Background: an optimization exercise with open tools, aiming at small area. Do not read the settings as production practice. The RTL was checked by simulation tests, not by an equivalence proof against the original design. Power and IR drop assume default switching activity. No driver is modelled on the clock port, so clocking that relies on it looks cheaper here than on a real chip.

## sliding_window_maximum_core
module sliding_window_maximum_core #(
    parameter int WINDOW_MAX   = swm_pkg::WINDOW_MAX_DEF,
    parameter int SAMPLE_WIDTH = swm_pkg::SAMPLE_WIDTH_DEF,
    parameter int TDATA_W      = ((SAMPLE_WIDTH + 7) / 8) * 8
) (
    input  logic                      i_clk,
    input  logic                      i_rst_n,
    input  logic                      i_s_tvalid,
    output logic                      o_s_tready,
    input  logic [TDATA_W-1:0]        i_s_tdata,    
    input  logic                      i_s_tuser,    
    output logic                      o_m_tvalid,
    input  logic                      i_m_tready,
    output logic [TDATA_W-1:0]        o_m_tdata,    
    input  logic                      i_cfg_we,
    input  logic [swm_pkg::CFG_W-1:0] i_cfg_wdata
);
Settings: LEC_CHECK=0, ABC_AREA=1, CAP_MARGIN=20, CORE_MARGIN=2, CORE_UTILIZATION=75, CTS_BUF_LIST=sky130_fd_sc_hd__clkbuf_16, CTS_CLUSTER_DIAMETER=80, CTS_CLUSTER_SIZE=30, GPL_TIMING_DRIVEN=0, SETUP_SLACK_MARGIN=0.1, SLEW_MARGIN=20; clock period 6.0 ns.
standard.sh (not shown) runs the stock make flow with config.mk's settings and CLKGATE_MAP_FILE= SYNTH_SCRIPT=/design/flow/synth_recipe.tcl, a recipe that flattens the netlist after the stock synthesis.
==> flow/flow/run.sh <==
#!/bin/bash
# Own layout flow: the standard flow (standard.sh) with these changes:
#  - clock tree synthesis runs without dummy loads;
#  - the port buffers are the smallest buffer cell.
# Each tool's output goes to the ORFS logs under orfs/logs; make's own output to
# standard.log in this folder.
set -euo pipefail
W=$PWD
rm -rf "$W/scripts_own"
cp -r "$FLOW_HOME/scripts" "$W/scripts_own"
cp "$W/flow/abc_area.script" "$W/scripts_own/abc_area.script"
CTS="-sink_clustering_enable -repair_clock_nets -sink_clustering_size 30 -sink_clustering_max_diameter 80 -buf_list sky130_fd_sc_hd__clkbuf_16 -dont_use_dummy_load"
bash "$W/standard.sh" "SCRIPTS_DIR=$W/scripts_own" "CTS_ARGS=$CTS" \
    "BUFFER_PORTS_ARGS=-buffer_cell sky130_fd_sc_hd__buf_1" finish > "$W/standard.log" 2>&1
==> flow/flow/abc_area.script <==
strash
dc2
dch -f
amap
topo
stime -c
upsize -c
dnsize -c
The baseline ran to the end with no violations.
Rerun with:
--- a/flow/flow/run.sh
+++ b/flow/flow/run.sh
@@ -10,5 +10,5 @@
 cp -r "$FLOW_HOME/scripts" "$W/scripts_own"
 cp "$W/flow/abc_area.script" "$W/scripts_own/abc_area.script"
-CTS="-sink_clustering_enable -repair_clock_nets -sink_clustering_size 30 -sink_clustering_max_diameter 80 -buf_list sky130_fd_sc_hd__clkbuf_16 -dont_use_dummy_load"
+CTS="-sink_clustering_enable -repair_clock_nets -sink_clustering_size 34 -sink_clustering_max_diameter 80 -buf_list sky130_fd_sc_hd__clkbuf_16 -dont_use_dummy_load"
 bash "$W/standard.sh" "SCRIPTS_DIR=$W/scripts_own" "CTS_ARGS=$CTS" \
     "BUFFER_PORTS_ARGS=-buffer_cell sky130_fd_sc_hd__buf_1" finish > "$W/standard.log" 2>&1
==> flow/flow/abc_area.script (replaced) <==
strash
dc2
dch -f
amap -m -F 20 -A 20
topo
stime -c
upsize -c
dnsize -c
--- a/flow/config.mk
+++ b/flow/config.mk
@@ -9,8 +9,8 @@
 export CAP_MARGIN = 20
 export CORE_MARGIN = 2
-export CORE_UTILIZATION = 75
+export CORE_UTILIZATION = 70
 export CTS_BUF_LIST = sky130_fd_sc_hd__clkbuf_16
 export CTS_CLUSTER_DIAMETER = 80
-export CTS_CLUSTER_SIZE = 30
+export CTS_CLUSTER_SIZE = 34
 export GPL_TIMING_DRIVEN = 0
 export SETUP_SLACK_MARGIN = 0.1
Critical path depth shrinks by 9.
Worst setup slack improved by 0.10 ns.
Core utilization shrinks by 5.7 points.
Clock skew barely changes.
Power shrinks by about 1.7%.
Global-route usage shrinks by 4.2 points.
Via count shrinks by 4.0%.
Die area grows by 6.8%.
Synthesized area hardly moves.
Rerun with:
--- a/flow/flow/run.sh
+++ b/flow/flow/run.sh
@@ -10,5 +10,5 @@
 cp -r "$FLOW_HOME/scripts" "$W/scripts_own"
 cp "$W/flow/abc_area.script" "$W/scripts_own/abc_area.script"
-CTS="-sink_clustering_enable -repair_clock_nets -sink_clustering_size 34 -sink_clustering_max_diameter 80 -buf_list sky130_fd_sc_hd__clkbuf_16 -dont_use_dummy_load"
+CTS="-sink_clustering_enable -repair_clock_nets -sink_clustering_size 30 -sink_clustering_max_diameter 80 -buf_list sky130_fd_sc_hd__clkbuf_16 -dont_use_dummy_load"
 bash "$W/standard.sh" "SCRIPTS_DIR=$W/scripts_own" "CTS_ARGS=$CTS" \
     "BUFFER_PORTS_ARGS=-buffer_cell sky130_fd_sc_hd__buf_1" finish > "$W/standard.log" 2>&1
--- a/flow/config.mk
+++ b/flow/config.mk
@@ -12,5 +12,5 @@
 export CTS_BUF_LIST = sky130_fd_sc_hd__clkbuf_16
 export CTS_CLUSTER_DIAMETER = 80
-export CTS_CLUSTER_SIZE = 34
+export CTS_CLUSTER_SIZE = 30
 export GPL_TIMING_DRIVEN = 0
 export SETUP_SLACK_MARGIN = 0.1
Outcome:
- cell count barely changes
- clock power climbs by about 2%
- power barely changes
- clock-buffer cell count rises by 2
- utilization stays flat
- die area stays the same

-- what the ideal ports hide --
In the flow no input, the clock included, has a driving cell. The finished layouts below were timed again as built, in two steps.
Step 1: set_driving_cell puts a clkbuf_16 on i_clk and a buf_2 on each other input, an assumption about the parent block.
Step 2 times the ports against the registers' clock, not the clock port: input delays grow and output delays shrink by t, the midpoint of the rising clock arrivals with the driver on.
a / b / c = ideal ports / drivers / drivers and shift; a / b = the first two.
run | t, ns | slack for setup (ns) | cell pins on the clock port's net
the first run | 0.669 | 0.192 / 0.191 / 0.139 | 1
the second run | 0.654 | 0.296 / 0.296 / 0.296 | 1
the third run | 0.646 | 0.122 / 0.122 / 0.122 | 1
After both steps setup and hold are still met in every run listed. For the first run, which loses most, drivers alone change the setup slack by -0.001 ns; drivers and shift together by -0.053 ns.
